From an optimization exercise on the open Yosys and OpenROAD flow, aimed at a short achievable clock period and few clock cycles; shortcuts taken in it are not production practice. Only simulation tests tie the RTL to the original design; equivalence was not proved. Power is estimated from default activity; no workload was simulated.

==> flow/design.v <==
package cpuPkg;
	localparam int dataWidth = 32;
	localparam int regAddrWidth = 5;
	localparam int imemDepth = 64;
	localparam int dmemDepth = 64;
	localparam int imemAddrWidth = $clog2(imemDepth);
	localparam int dmemAddrWidth = $clog2(dmemDepth);
	localparam logic [5:0] opRtype = 6'h00;
	localparam logic [5:0] opJ     = 6'h02;
	localparam logic [5:0] opBeq   = 6'h04;
	localparam logic [5:0] opAddi  = 6'h08;
	localparam logic [5:0] opLw    = 6'h23;
	localparam logic [5:0] opSw    = 6'h2b;
	localparam logic [5:0] functAdd = 6'h20;
	localparam logic [5:0] functSub = 6'h22;
	localparam logic [5:0] functAnd = 6'h24;
	localparam logic [5:0] functOr  = 6'h25;
	localparam logic [5:0] functSlt = 6'h2a;
	typedef enum logic [2:0] {
		aluAdd,
		aluSub,
		aluAnd,
		aluOr,
		aluSlt
	} aluOpT;
	typedef struct packed {
		logic  regWrite;
		logic  memRead;
		logic  memWrite;
		logic  branch;
		logic  aluSrcImm;
		aluOpT aluOp;
	} ctrlT;
	typedef struct packed {
		logic                 valid;
		logic [dataWidth-1:0] instr;
		logic [dataWidth-1:0] pcPlus4;
	} ifIdT;
	typedef struct packed {
		logic                    valid;
		ctrlT                    ctrl;
		logic [dataWidth-1:0]    rsValue;
		logic [dataWidth-1:0]    rtValue;
		logic [dataWidth-1:0]    imm;
		logic [regAddrWidth-1:0] rs;
		logic [regAddrWidth-1:0] rt;
		logic [regAddrWidth-1:0] dest;
		logic [dataWidth-1:0]    branchTarget;
	} idExT;
	typedef struct packed {
		logic                    valid;
		logic                    regWrite;
		logic                    memRead;
		logic                    memWrite;
		logic [dataWidth-1:0]    aluResult;
		logic [dataWidth-1:0]    storeValue;
		logic [regAddrWidth-1:0] dest;
	} exMemT;
	typedef struct packed {
		logic                    valid;
		logic                    regWrite;
		logic [regAddrWidth-1:0] dest;
		logic [dataWidth-1:0]    result;
	} memWbT;
	typedef struct packed {
		logic                 taken;
		logic [dataWidth-1:0] target;
	} redirectT;
	typedef struct packed {
		logic                 valid;
		logic [dataWidth-1:0] addr;
		logic [dataWidth-1:0] data;
	} storeT;
	typedef struct packed {
		logic                     writeEn;
		logic [imemAddrWidth-1:0] addr;
		logic [dataWidth-1:0]     instr;
	} imemLoadT;
endpackage
module fetchStage (
	input  logic             clk,
	input  logic             rst,
	input  cpuPkg::imemLoadT imemLoad,
	input  logic             stall,
	input  cpuPkg::redirectT jumpRedirect,
	input  cpuPkg::redirectT branchRedirect,
	output cpuPkg::ifIdT     ifId
);
	logic [cpuPkg::dataWidth-1:0] imem [cpuPkg::imemDepth];
	logic [cpuPkg::dataWidth-1:0] pc;
	logic [cpuPkg::dataWidth-1:0] pcPlus4;
	logic [cpuPkg::dataWidth-1:0] nextPc;
	logic [cpuPkg::dataWidth-1:0] instr;
	logic                         squash;
	always_ff @(posedge clk) begin
		if (imemLoad.writeEn) begin
			imem[imemLoad.addr] <= imemLoad.instr;
		end
	end
	assign instr = imem[pc[cpuPkg::imemAddrWidth+1:2]];
	assign pcPlus4 = pc + 32'd4;
	always_comb begin
		if (branchRedirect.taken) begin
			nextPc = branchRedirect.target;
		end else if (jumpRedirect.taken) begin
			nextPc = jumpRedirect.target;
		end else if (stall) begin
			nextPc = pc;
		end else begin
			nextPc = pcPlus4;
		end
	end
	assign squash = branchRedirect.taken | jumpRedirect.taken;
	always_ff @(posedge clk) begin
		if (rst) begin
			pc <= '0;
			ifId.valid <= 1'b0;
		end else begin
			pc <= nextPc;
			if (squash) begin
				ifId.valid <= 1'b0;
			end else if (!stall) begin
				ifId.valid <= 1'b1;
				ifId.instr <= instr;
				ifId.pcPlus4 <= pcPlus4;
			end
		end
	end
endmodule
module decodeStage (
	input  logic             clk,
	input  logic             rst,
	input  cpuPkg::ifIdT     ifId,
	input  cpuPkg::memWbT    memWb,
	input  cpuPkg::redirectT branchRedirect,
	output cpuPkg::idExT     idEx,
	output logic             stall,
	output cpuPkg::redirectT jumpRedirect
);
	logic [cpuPkg::dataWidth-1:0]    regs [2**cpuPkg::regAddrWidth];
	logic [5:0]                      opcode;
	logic [5:0]                      funct;
	logic [cpuPkg::regAddrWidth-1:0] rs;
	logic [cpuPkg::regAddrWidth-1:0] rt;
	logic [cpuPkg::regAddrWidth-1:0] rd;
	logic [cpuPkg::regAddrWidth-1:0] dest;
	logic [cpuPkg::dataWidth-1:0]    imm;
	logic [cpuPkg::dataWidth-1:0]    rsValue;
	logic [cpuPkg::dataWidth-1:0]    rtValue;
	cpuPkg::ctrlT                    ctrl;
	logic                            isJump;
	logic                            usesRs;
	logic                            usesRt;
	logic                            wbWrite;
	assign opcode = ifId.instr[31:26];
	assign rs = ifId.instr[25:21];
	assign rt = ifId.instr[20:16];
	assign rd = ifId.instr[15:11];
	assign funct = ifId.instr[5:0];
	assign imm = {{16{ifId.instr[15]}}, ifId.instr[15:0]};
	assign dest = (opcode == cpuPkg::opRtype) ? rd : rt;
	always_comb begin
		ctrl = '0;
		ctrl.aluOp = cpuPkg::aluAdd;
		isJump = 1'b0;
		case (opcode)
			cpuPkg::opRtype: begin
				ctrl.regWrite = 1'b1;
				case (funct)
					cpuPkg::functAdd: ctrl.aluOp = cpuPkg::aluAdd;
					cpuPkg::functSub: ctrl.aluOp = cpuPkg::aluSub;
					cpuPkg::functAnd: ctrl.aluOp = cpuPkg::aluAnd;
					cpuPkg::functOr:  ctrl.aluOp = cpuPkg::aluOr;
					cpuPkg::functSlt: ctrl.aluOp = cpuPkg::aluSlt;
					default:          ctrl.regWrite = 1'b0;
				endcase
			end
			cpuPkg::opAddi: begin
				ctrl.regWrite = 1'b1;
				ctrl.aluSrcImm = 1'b1;
			end
			cpuPkg::opLw: begin
				ctrl.regWrite = 1'b1;
				ctrl.memRead = 1'b1;
				ctrl.aluSrcImm = 1'b1;
			end
			cpuPkg::opSw: begin
				ctrl.memWrite = 1'b1;
				ctrl.aluSrcImm = 1'b1;
			end
			cpuPkg::opBeq: begin
				ctrl.branch = 1'b1;
				ctrl.aluOp = cpuPkg::aluSub;
			end
			cpuPkg::opJ: isJump = 1'b1;
			default: ;
		endcase
		if (dest == '0) begin
			ctrl.regWrite = 1'b0;
		end
	end
	assign wbWrite = memWb.valid && memWb.regWrite && (memWb.dest != '0);
	always_ff @(posedge clk) begin
		if (wbWrite) begin
			regs[memWb.dest] <= memWb.result;
		end
	end
	function automatic logic [cpuPkg::dataWidth-1:0] readReg(
		input logic [cpuPkg::regAddrWidth-1:0] idx
	);
		if (idx == '0) begin
			readReg = '0;
		end else if (wbWrite && (memWb.dest == idx)) begin
			readReg = memWb.result;
		end else begin
			readReg = regs[idx];
		end
	endfunction
	always_comb begin
		rsValue = readReg(rs);
		rtValue = readReg(rt);
	end
	assign usesRs = ctrl.regWrite | ctrl.memWrite | ctrl.branch;
	assign usesRt = (ctrl.regWrite & ~ctrl.aluSrcImm) | ctrl.memWrite | ctrl.branch;
	assign stall = ifId.valid && idEx.valid && idEx.ctrl.memRead && (idEx.dest != '0)
		&& ((usesRs && (idEx.dest == rs)) || (usesRt && (idEx.dest == rt)));
	assign jumpRedirect.taken = ifId.valid && isJump;
	assign jumpRedirect.target = {ifId.pcPlus4[31:28], ifId.instr[25:0], 2'b00};
	always_ff @(posedge clk) begin
		if (rst) begin
			idEx.valid <= 1'b0;
		end else begin
			idEx.valid <= ifId.valid && !stall && !branchRedirect.taken;
			idEx.ctrl <= ctrl;
			idEx.rsValue <= rsValue;
			idEx.rtValue <= rtValue;
			idEx.imm <= imm;
			idEx.rs <= rs;
			idEx.rt <= rt;
			idEx.dest <= dest;
			idEx.branchTarget <= ifId.pcPlus4 + {imm[29:0], 2'b00};
		end
	end
endmodule
module executeStage (
	input  logic             clk,
	input  logic             rst,
	input  cpuPkg::idExT     idEx,
	input  cpuPkg::memWbT    memWb,
	output cpuPkg::exMemT    exMem,
	output cpuPkg::redirectT branchRedirect
);
	logic [cpuPkg::dataWidth-1:0] opA;
	logic [cpuPkg::dataWidth-1:0] opB;
	logic [cpuPkg::dataWidth-1:0] aluB;
	logic [cpuPkg::dataWidth-1:0] aluResult;
	logic                         sltBit;
	function automatic logic [cpuPkg::dataWidth-1:0] forward(
		input logic [cpuPkg::regAddrWidth-1:0] idx,
		input logic [cpuPkg::dataWidth-1:0]    regValue
	);
		if (idx == '0) begin
			forward = regValue;
		end else if (exMem.valid && exMem.regWrite && (exMem.dest == idx)) begin
			forward = exMem.aluResult;
		end else if (memWb.valid && memWb.regWrite && (memWb.dest == idx)) begin
			forward = memWb.result;
		end else begin
			forward = regValue;
		end
	endfunction
	always_comb begin
		opA = forward(idEx.rs, idEx.rsValue);
		opB = forward(idEx.rt, idEx.rtValue);
	end
	assign aluB = idEx.ctrl.aluSrcImm ? idEx.imm : opB;
	assign sltBit = $signed(opA) < $signed(aluB);
	always_comb begin
		case (idEx.ctrl.aluOp)
			cpuPkg::aluAdd: aluResult = opA + aluB;
			cpuPkg::aluSub: aluResult = opA - aluB;
			cpuPkg::aluAnd: aluResult = opA & aluB;
			cpuPkg::aluOr:  aluResult = opA | aluB;
			cpuPkg::aluSlt: aluResult = {{(cpuPkg::dataWidth-1){1'b0}}, sltBit};
			default:        aluResult = opA + aluB;
		endcase
	end
	assign branchRedirect.taken = idEx.valid && idEx.ctrl.branch && (opA == opB);
	assign branchRedirect.target = idEx.branchTarget;
	always_ff @(posedge clk) begin
		if (rst) begin
			exMem.valid <= 1'b0;
			exMem.regWrite <= 1'b0;
			exMem.memRead <= 1'b0;
			exMem.memWrite <= 1'b0;
		end else begin
			exMem.valid <= idEx.valid;
			exMem.regWrite <= idEx.valid && idEx.ctrl.regWrite;
			exMem.memRead <= idEx.valid && idEx.ctrl.memRead;
			exMem.memWrite <= idEx.valid && idEx.ctrl.memWrite;
			exMem.aluResult <= aluResult;
			exMem.storeValue <= opB;
			exMem.dest <= idEx.dest;
		end
	end
endmodule
module memoryStage (
	input  logic          clk,
	input  logic          rst,
	input  cpuPkg::exMemT exMem,
	output cpuPkg::memWbT memWb,
	output cpuPkg::storeT store
);
	logic [cpuPkg::dataWidth-1:0]     dmem [cpuPkg::dmemDepth];
	logic [cpuPkg::dmemAddrWidth-1:0] wordAddr;
	logic [cpuPkg::dataWidth-1:0]     loadData;
	logic                             doStore;
	assign wordAddr = exMem.aluResult[cpuPkg::dmemAddrWidth+1:2];
	assign loadData = dmem[wordAddr];
	assign doStore = exMem.valid && exMem.memWrite;
	always_ff @(posedge clk) begin
		if (doStore) begin
			dmem[wordAddr] <= exMem.storeValue;
		end
	end
	assign store.valid = doStore;
	assign store.addr = exMem.aluResult;
	assign store.data = exMem.storeValue;
	always_ff @(posedge clk) begin
		if (rst) begin
			memWb.valid <= 1'b0;
			memWb.regWrite <= 1'b0;
		end else begin
			memWb.valid <= exMem.valid;
			memWb.regWrite <= exMem.regWrite;
			memWb.dest <= exMem.dest;
			memWb.result <= exMem.memRead ? loadData : exMem.aluResult;
		end
	end
endmodule
module cpu (
	input  logic             clk,
	input  logic             rst,
	input  cpuPkg::imemLoadT imemLoad,
	output cpuPkg::memWbT    retire,
	output cpuPkg::storeT    store
);
	cpuPkg::ifIdT     ifId;
	cpuPkg::idExT     idEx;
	cpuPkg::exMemT    exMem;
	cpuPkg::memWbT    memWb;
	cpuPkg::redirectT jumpRedirect;
	cpuPkg::redirectT branchRedirect;
	logic             stall;
	fetchStage fetchUnit (
		.clk            (clk),
		.rst            (rst),
		.imemLoad       (imemLoad),
		.stall          (stall),
		.jumpRedirect   (jumpRedirect),
		.branchRedirect (branchRedirect),
		.ifId           (ifId)
	);
	decodeStage decodeUnit (
		.clk            (clk),
		.rst            (rst),
		.ifId           (ifId),
		.memWb          (memWb),
		.branchRedirect (branchRedirect),
		.idEx           (idEx),
		.stall          (stall),
		.jumpRedirect   (jumpRedirect)
	);
	executeStage executeUnit (
		.clk            (clk),
		.rst            (rst),
		.idEx           (idEx),
		.memWb          (memWb),
		.exMem          (exMem),
		.branchRedirect (branchRedirect)
	);
	memoryStage memoryUnit (
		.clk   (clk),
		.rst   (rst),
		.exMem (exMem),
		.memWb (memWb),
		.store (store)
	);
	assign retire = memWb;
endmodule
module cpu_top (
	input  logic        clk,
	input  logic        rst,
	input  logic        imem_we,
	input  logic [5:0]  imem_addr,
	input  logic [31:0] imem_data,
	output logic        wb_en,
	output logic [4:0]  wb_dest,
	output logic [31:0] wb_data,
	output logic        store_en,
	output logic [31:0] store_addr,
	output logic [31:0] store_data
);
	cpuPkg::imemLoadT imemLoad;
	cpuPkg::memWbT    retire;
	cpuPkg::storeT    store;
	assign imemLoad.writeEn = imem_we;
	assign imemLoad.addr    = imem_addr;
	assign imemLoad.instr   = imem_data;
	cpu core (
		.clk      (clk),
		.rst      (rst),
		.imemLoad (imemLoad),
		.retire   (retire),
		.store    (store)
	);
	assign wb_en      = retire.regWrite;
	assign wb_dest    = retire.dest;
	assign wb_data    = retire.result;
	assign store_en   = store.valid;
	assign store_addr = store.addr;
	assign store_data = store.data;
endmodule
==> flow/run.sh <==
#!/bin/bash
# synth_recipe.tcl (not shown) runs the flow's synth.tcl, then flattens the netlist and writes it again
# the make line also repeats each setting of config.mk as NAME=value (left out here)
make -C /OpenROAD-flow-scripts/flow DESIGN_CONFIG=/design/flow/config.mk WORK_HOME=/design/flow/orfs CLKGATE_MAP_FILE= SYNTH_SCRIPT=/design/flow/synth_recipe.tcl finish
==> flow/config.mk <==
export PLATFORM = sky130hd
export DESIGN_NAME = cpu_top
export DESIGN_NICKNAME = cpu_top
export VERILOG_FILES = /design/flow/design.v
export SDC_FILE = /design/flow/constraint.sdc
export NUM_CORES = 4
export LEC_CHECK = 0
export CAP_MARGIN = 20
export CORE_MARGIN = 2
export CORE_UTILIZATION = 45
export PLACE_DENSITY = 0.6
export SLEW_MARGIN = 20
==> flow/constraint.sdc <==
create_clock -name core_clock -period 7.0 [get_ports {clk}]
set_input_delay 1.4000 -clock core_clock [delete_from_list [all_inputs] [get_ports {clk}]]
set_output_delay 1.4000 -clock core_clock [all_outputs]
set_load 0.01 [all_outputs]
==> results of run 1 <==
cell usage after synthesis (all sizes together) (13+ instances only):
library cell and instances:
nor2b 23, o22a 27, or2 13, a221o 20, nand2 94, a31oi 40, a21oi 84, nand4 16
ha 102, edfxtp 5373, a211oi 77, inv 180, a222oi 14, xnor2 57, buf 271, o21bai 18
xor2 26, nor3 65, a21o 13, mux4 1984, nor2 325, o21ai 93, o211ai 14, o22ai 29
mux2 42, nand3 23, nand2b 26, mux2i 72, o21a 16, dfxtp 20, nor4 15, clkbuf 405
per-layer routing:
| metal | up-vias | part of all wire | wire [um] |
|---|---|---|---|
| met5 | - | 0.00013 | 80 |
| met4 | 12 | 0.032 | 19600 |
| met3 | 888 | 0.082 | 49300 |
| met2 | 4901 | 0.48 | 287000 |
| met1 | 59200 | 0.41 | 246000 |
| li1 | 42700 | - | - |
power groups by stage:
stage	Combinational [W]	Sequential [W]	Clock, W
CTS	0.0115	0.0370	0.0299
global route	0.0120	0.0370	0.0311
finish	0.0115	0.0370	0.0294
floorplan	0.00706	0.0375	0
detailed placement	0.0115	0.0376	0
global placement	0.0114	0.0376	0
cell usage in the layout (no fill, tap or decap), types with 18 or more instances in the layout:
cell type / n
o22a_1: 27
a31oi_1: 39
o22ai_1: 28
clkinv_2: 78
clkbuf_16: 580
buf_4: 323
buf_12: 45
nor2_1: 165
mux2_2: 42
mux2i_1: 72
nor2b_1: 23
edfxtp_1: 5373
o21ai_0: 92
clkinv_1: 129
clkdlybuf4s50_1: 111
o21bai_1: 18
ha_1: 102
nand2_1: 94
a221o_1: 20
a211oi_1: 77
nor2_4: 160
xor2_1: 25
mux4_2: 1984
inv_1: 177
xnor2_1: 56
bufinv_16: 42
nand3_1: 22
a21oi_1: 84
nand2b_1: 26
clkbuf_1: 127
conb_1: 32
nor3_1: 62
kinds of logic (layout without fill, tap and decap cells):
logic type,count (synthesis),after routing,share of synthesized area
XOR/XNOR,83,83,0.00330
other,1,46,0.0000170
multiplexers,2098,2098,0.208
adder cells (fa/ha/maj),105,105,0.00607
AND/OR/NAND/NOR,671,671,0.0144
buffers and inverters,857,1686,0.0165
flip-flops,5393,5393,0.734
AO/OA/AOI/OAI,536,536,0.0171
sequential cells by signal, indices dropped and copies added (netlist names), named ones only:
| register | flops |
|---|---|
| core.fetchUnit.imem | 2048 |
| core.memoryUnit.dmem | 2048 |
| core.decodeUnit.regs | 1024 |
| core.decodeUnit.idEx | 110 |
| core.executeUnit.exMem | 73 |
| core.fetchUnit.ifId | 39 |
| core.memoryUnit.memWb | 39 |
| core.fetchUnit.pc | 6 |
layout make-up:
cell class                 count  share of cell area
clock inverter               310              0.0124
timing repair buffer         487              0.0180
tap                         6450              0.0324
inverter                     181             0.00275
multi-input combinational   3525               0.226
sequential                  5393               0.649
antenna                       14            0.000140
clock buffer                 708              0.0602
how the worst max path moves through the flow:
stage	startpoint	end	slack, ns
floorplan	core.memoryUnit.memWb[35]$_DFFE_PN_	core.fetchUnit.ifId[2]$_DFFE_PP_	0.02
global placement	core.decodeUnit.idEx[37]$_DFFE_PN_	core.executeUnit.exMem[37]$_DFFE_PN_	0.54
detailed placement	core.executeUnit.exMem[3]$_DFFE_PN_	core.executeUnit.exMem[37]$_DFFE_PN_	0.45
CTS	core.executeUnit.exMem[3]$_DFFE_PN_	core.executeUnit.exMem[37]$_DFFE_PN_	0.39
global route	core.decodeUnit.idEx[37]$_DFFE_PN_	core.executeUnit.exMem[37]$_DFFE_PN_	0.07
finish	core.executeUnit.exMem[3]$_DFFE_PN_	core.executeUnit.exMem[37]$_DFFE_PN_	0.42
critical path, delay by kind of cell, from the launching register on:
family	cells	cell delay [ns]
xor+xnor	1	0.21
buf+inv	2	0.48
flops	1	0.44
simple gates	4	0.70
compound gates	11	3.66
fa+ha+maj	2	0.81
timing repair:
item | CTS | global route
setup endpoints to repair | 0 | 2
gates resized for setup | 0 | 1
hold endpoints to repair | 0 | 0
hold buffers | 0 | 0
stage by stage:
stage	utilization	worst slack, ns	hold slack, ns
after detailed placement	0.475	0.447	0.418
after global placement	0.475	0.537	0.408
final	0.512	0.421	0.426
after CTS	0.512	0.390	0.432
after floorplan	-	0.0186	0.400
after global routing	0.512	0.0738	0.442
==> flow_summary.ini, run 1 <==
[power_and_ir_drop]
powerDensity_mw_per_mm2 = 312
p_clk_frac = 0.378
seq_power_share = 0.475
pwr-share-comb = 0.147
p_sw_frac = 0.253
internal_power_w = 0.0581
ir_worst_vdd_mv = 0.281
p_leak_nw = 76.9
switching_power_w = 0.0197
power.total_w = 0.0778

[synth]
syn_area_sq_mm = 0.220
synth_top_area_cell = edfxtp_1
synth_top_area_frac = 0.732
async_flop_share = 0
synth_warnings = 4
syn_area_per_cell_sq_um = 22.6
dominantRegCellSynth = edfxtp_1
ys_top_cells_by_area = edfxtp_1, mux4_2, clkbuf_1, ha_1, nor2_1
synth_seq_area_share = 0.734
yosys.cell_types.count = 86
netlist_instances = 9744
synth_edf_count = 5373
ys_ff_latch = 5393

[floorplanning]
initial_core_util = 0.452
pin_count = 144
fp.dieW_um = 704
core_area_sq_mm = 0.487
die_h_um = 704
die_area_sq_mm = 0.495
rows = 256

[sta]
worstMarginPinSlew_ns = 1.15
hold_viol = 0
fmax_mhz = 152
tns_ns = 0
setup_violations = 0
skew_ns = 0.0788
fin_crit_ns = 6.58
rsz0062_at_grt = no
maxSlewViolCount = 0
relSlewSlack = 0.230
fin_crit_sh = 0.940

[setup_path]
crit_chain = xnor2_1 -> nand4_1 -> o211ai_2 -> buf_4 -> nor2_1 -> buf_4 -> a222oi_1 -> o21ai_0 -> ha_1 -> fa_1 -> o21bai_1 -> a21oi_1 -> o21ai_0 -> nand2_1 -> o21ai_1 -> a21oi_1 -> o211ai_1 -> nand2_1 -> o41a_1 -> o31a_1
crit_type = flop to flop
r2r_setup_slack_ns = 0.42
cp-start-kind = flop
slowest_delay_ns = 0.56
slowest_stage = o211ai_1
timing.rr.end = core.executeUnit.exMem[37]$_DFFE_PN_
r2r-start = core.executeUnit.exMem[3]$_DFFE_PN_
ff2ff_path_depth = 20
worstPathRequired_ns = 7.79
cp-end-kind = flop
crit_fanout = 16
crit_arrival_ns = 7.36

[route]
drt-initial-drc-count = 14100
drc = 0
routed_via_density = 6.31
routed_wl_um = 602000
via_count = 108000
dr.pass1.iters = 6
ant_nets = 0
post_drt_wl_per_cell_um = 35.3

[clock_tree]
h-tree-depth = 6
cts.sinks = 5393
cts_inserted_buffers = 566
cts.clk_slew.worst_paths_ns = 0.06
cts_root_buf = clkbuf_16
ctsLongestPathBuffers = 4
postCtsSetupBuffers = 0
tritoncts = built
clock_latency_ns = 1.08

[global_route]
use_met2 = 0.382
grt_pass1_wl_um = 845000
grt_use_met1 = 0.348
track_usage = 0.242
busiest_layer = met2
met3_usage = 0.0416
antenna_found_initial = 48
gr-total-overflow = 0
grt_max_degree = 112
grt_pass1_vias = 110000

[layout]
nNetsFinal = 10300
drive_gt1_frac = 0.319
stdcell_area_sq_mm = 0.249
final.fill_count = 37800
area_growth_syn_to_layout_pct = 13.2
finalNonFillerCells = 17100
regArea_sq_mm = 0.162
multi_input_area_sq_mm = 0.0563

[placement]
io_buffers = 143
place_inst = 16000
gp_congestion = 0.907
place_area_sq_mm = 0.231
place_hpwl_um = 346000

[hold_path]
hold_path_end = core.decodeUnit.idEx[54]$_DFFE_PN_
holdCritPathClass = flop to flop
hold_depth = 0
hold_start = core.fetchUnit.ifId[39]$_DFFE_PP_

[outcome]
status = timing/DRC/antenna clean

[run]
cap_viol_max_count = 0
Testbench counts, summed over its fixed seeds: cycles 10,241.
==> inputs of run 2 (changes only) <==
--- a/flow/config.mk
+++ b/flow/config.mk
@@ -6,7 +6,9 @@
 export NUM_CORES = 4
 export LEC_CHECK = 0
+export ABC_CLOCK_PERIOD_IN_PS = 4500
 export CAP_MARGIN = 20
 export CORE_MARGIN = 2
 export CORE_UTILIZATION = 45
 export PLACE_DENSITY = 0.6
+export SETUP_SLACK_MARGIN = 1.8
 export SLEW_MARGIN = 20
==> run 2 against run 1 <==
  * Highest routed layer unchanged
  * Critical path depth is 1 lower
  * Count of clock-buffer cells in the layout is 4 lower
  * Critical path type unchanged
  * Combinational power hardly changed
  * Clock skew is 0.0098 ns lower
  * Hold slack worse by 0.0064 ns
  * Register-to-register slack better by 1.5 ns
  * Sequential cell count stayed put
  * Die area stayed put
  * Total power is 1.4% lower
  * Final area hardly changed
==> flow_summary.ini, run 2 <==
[synth]
ys_ff_latch = 5393
synth_top_area_cell = edfxtp_1
netlist_instances = 9744
synth_top_area_frac = 0.732
syn_area_per_cell_sq_um = 22.6
yosysMostFrequentCell = edfxtp_1
dominantRegCellSynth = edfxtp_1
yosys.cell_types.count = 86
netlist_top_cells_count = edfxtp_1, mux4_2, clkbuf_1
ys_top_cells_by_area = edfxtp_1, mux4_2, clkbuf_1, ha_1, nor2_1
async_flop_share = 0
synth_seq_area_share = 0.734
synth_warnings = 4
synth_edf_count = 5373
syn_area_sq_mm = 0.220

[route]
dr.pass1.iters = 10
ant_nets = 0
routed_via_density = 6.36
post_drt_wl_per_cell_um = 35.9
drc = 0
via_count = 109000
routed_wl_um = 613000
drt-initial-drc-count = 14200

[clock_tree]
cts_hold_buf = 0
h-tree-depth = 6
clock_latency_ns = 1.07
cts_root_buf = clkbuf_16
cts.clk_slew.worst_paths_ns = 0.06
ctsLongestPathBuffers = 4
cts_inserted_buffers = 561
tritoncts = built
cts.sinks = 5393

[power_and_ir_drop]
pwr-share-comb = 0.151
internal_power_w = 0.0573
powerDensity_mw_per_mm2 = 308
switching_power_w = 0.0194
seq_power_share = 0.481
p_clk_frac = 0.368
power.total_w = 0.0768
p_sw_frac = 0.253
ir_worst_vdd_mv = 0.291
p_leak_nw = 76.9

[global_route]
track_usage = 0.245
antenna_found_initial = 33
grt_pass1_wl_um = 855000
grt_max_degree = 106
gr-total-overflow = 0
grt_pass1_vias = 111000

[setup_path]
crit_arrival_ns = 5.96
cpMostUsedCell = buf_4
slowest_delay_ns = 0.51
cp_top_family = compound AO/OA/AOI/OAI gates
worstPathRequired_ns = 7.86
ff2ff_path_depth = 19
cp-end-kind = flop
cp-start-kind = flop
crit_type = flop to flop
r2r-start = core.decodeUnit.idEx[38]$_DFFE_PN_
crit_buf_inv = 5
slowest_stage = or4b_1
r2r_setup_slack_ns = 1.90
crit_fanout = 15
crit_chain = xor2_1 -> nor4_4 -> buf_4 -> a31oi_4 -> buf_4 -> clkbuf_16 -> a222oi_1 -> buf_4 -> o21ai_1 -> ha_2 -> a31oi_4 -> o41a_1 -> o31ai_4 -> buf_12 -> a311oi_4 -> o31ai_4 -> a21oi_2 -> or4b_1 -> o211ai_1
timing.rr.end = core.executeUnit.exMem[68]$_DFFE_PN_
cp-startpoint = core.decodeUnit.idEx[38]$_DFFE_PN_

[floorplanning]
initial_core_util = 0.452
die_area_sq_mm = 0.495
rows = 256
fp.dieW_um = 704
pin_count = 144
die_h_um = 704
core_area_sq_mm = 0.487

[sta]
maxSlewViolCount = 0
setup_violations = 0
rsz0062_at_grt = yes
worstMarginPinSlew_ns = 1.11
relSlewSlack = 0.255
whs_ns = 0.420
tns_ns = 0
fin_crit_sh = 0.729
skew_ns = 0.0690
hold_viol = 0
fmax_mhz = 196
fin_crit_ns = 5.10

[hold_path]
hold_depth = 0
holdCritPathClass = flop to flop
hold_path_end = core.decodeUnit.idEx[56]$_DFFE_PN_
hold_start = core.fetchUnit.ifId[41]$_DFFE_PP_

[layout]
area_growth_syn_to_layout_pct = 13.3
drive_gt1_frac = 0.329
final_cell_mix = edfxtp_1, mux4_2, clkbuf_16
final_common_cell = edfxtp_1
reg.largest.list = core.fetchUnit.imem: 2048 flops, core.memoryUnit.dmem: 2048 flops, core.decodeUnit.regs: 1024 flops
nNetsFinal = 10400

[placement]
gp_congestion = 0.898
place_hpwl_um = 349000
io_buffers = 143

[run]
cap_viol_max_count = 0

[outcome]
status = timing/DRC/antenna clean
-- run 2: cell counts after synthesis --
No cell type changed its count.
-- run 2: logic make-up (layout without fill, tap and decap cells) --
| kind of cell | count (synthesis) | in the layout | share of synthesized area |
|---|---|---|---|
| AO/OA/AOI/OAI | 536 | 536 | 0.0171 |
| XOR/XNOR | 83 | 83 | 0.00330 |
| adder cells (fa/ha/maj) | 105 | 105 | 0.00607 |
| buffers and inverters | 857 | 1709 | 0.0165 |
| flip-flops | 5393 | 5393 | 0.734 |
| multiplexers | 2098 | 2098 | 0.208 |
| other | 1 | 39 | 0.0000170 |
| AND/OR/NAND/NOR | 671 | 672 | 0.0144 |
-- run 2: repair_timing --
item                       CTS  global route
gates cloned                 0             4
hold endpoints to repair     0             0
resized for setup           43           102
setup endpoints to repair   19            16
pin swaps                   18            48
setup buffers               22            39
-- run 2: power by group through the flow --
| stage | logic (W) | clock network [W] | registers, W |
|---|---|---|---|
| floorplan | 0.00706 | 0 | 0.0375 |
| global placement | 0.0113 | 0 | 0.0376 |
| detailed placement | 0.0114 | 0 | 0.0376 |
| CTS | 0.0115 | 0.0287 | 0.0370 |
| global route | 0.0122 | 0.0299 | 0.0370 |
| finish | 0.0116 | 0.0282 | 0.0370 |
-- run 2: worst max-delay path by stage --
stage,endpoint,slack [ns],cells after the start
CTS,core.executeUnit.exMem[65]$_DFFE_PN_,1.82,23
global route,core.executeUnit.exMem[37]$_DFFE_PN_,1.73,23
detailed placement,core.executeUnit.exMem[37]$_DFFE_PN_,0.62,20
finish,core.executeUnit.exMem[68]$_DFFE_PN_,1.90,19
floorplan,core.fetchUnit.ifId[2]$_DFFE_PP_,1.92,12
global placement,core.executeUnit.exMem[37]$_DFFE_PN_,0.58,20
-- run 2: layer usage --
layer / track usage / routed length [um]
met1: 0.351 / 246000
met2: 0.390 / 292000
met3: 0.0437 / 54100
met4: 0.0736 / 20700
met5: 0 / 41
-- run 2: per-stage QoR --
| stage | instance area, sq um | utilization | worst slack, ns | std cells |
|---|---|---|---|---|
| after CTS | 249000 | 0.511 | 1.82 | 17000 |
| after floorplan | 220000 | - | 1.92 | 9775 |
| after global routing | 250000 | 0.513 | 1.73 | 17100 |
| final | 250000 | 0.513 | 1.90 | 17100 |
| after global placement | 231000 | 0.475 | 0.583 | 16100 |
| after detailed placement | 231000 | 0.475 | 0.621 | 16100 |
-- run 2: layout make-up --
type	count	area [sq um]
antenna	7	17.5
clock buffer	704	14900
clock inverter	253	2160
fill	37600	237000
inverter	181	687
multi-input combinational	3526	56800
sequential	5393	162000
tap	6450	8070
timing repair buffer	571	5230

## separate check: timing with driven ports
The results above use ideal ports. As a check the final layouts listed here were re-extracted and re-timed, cells and wires unchanged. Step 1 (the two cells are an assumption about what drives the block):
set clk [get_ports {clk}]
set_driving_cell -lib_cell sky130_fd_sc_hd__clkbuf_16 $clk
set_driving_cell -lib_cell sky130_fd_sc_hd__buf_2 [delete_from_list [all_inputs] $clk]
Step 2 adds t to the input delays and takes it off the output delays; t is the mean of the earliest and latest rising clock arrival at the registers after step 1. Input paths then give back, and output paths get back, about the clock's delay inside the block. Slacks: ideal / step 1 / step 2; pairs: ideal / step 1.
run	t, ns	slack for setup (ns)	worst hold slack (ns)	clock arrival spread, ns	worst slew at a driven data input, ns
run 1	1.157	0.421 / 0.421 / 0.421	0.426 / 0.426 / 0.426	0.100 / 0.101	0.12
run 2	1.169	1.898 / 1.898 / 1.898	0.420 / 0.420 / 0.420	0.089 / 0.089	0.11
After both steps setup and hold are still met in every run listed.
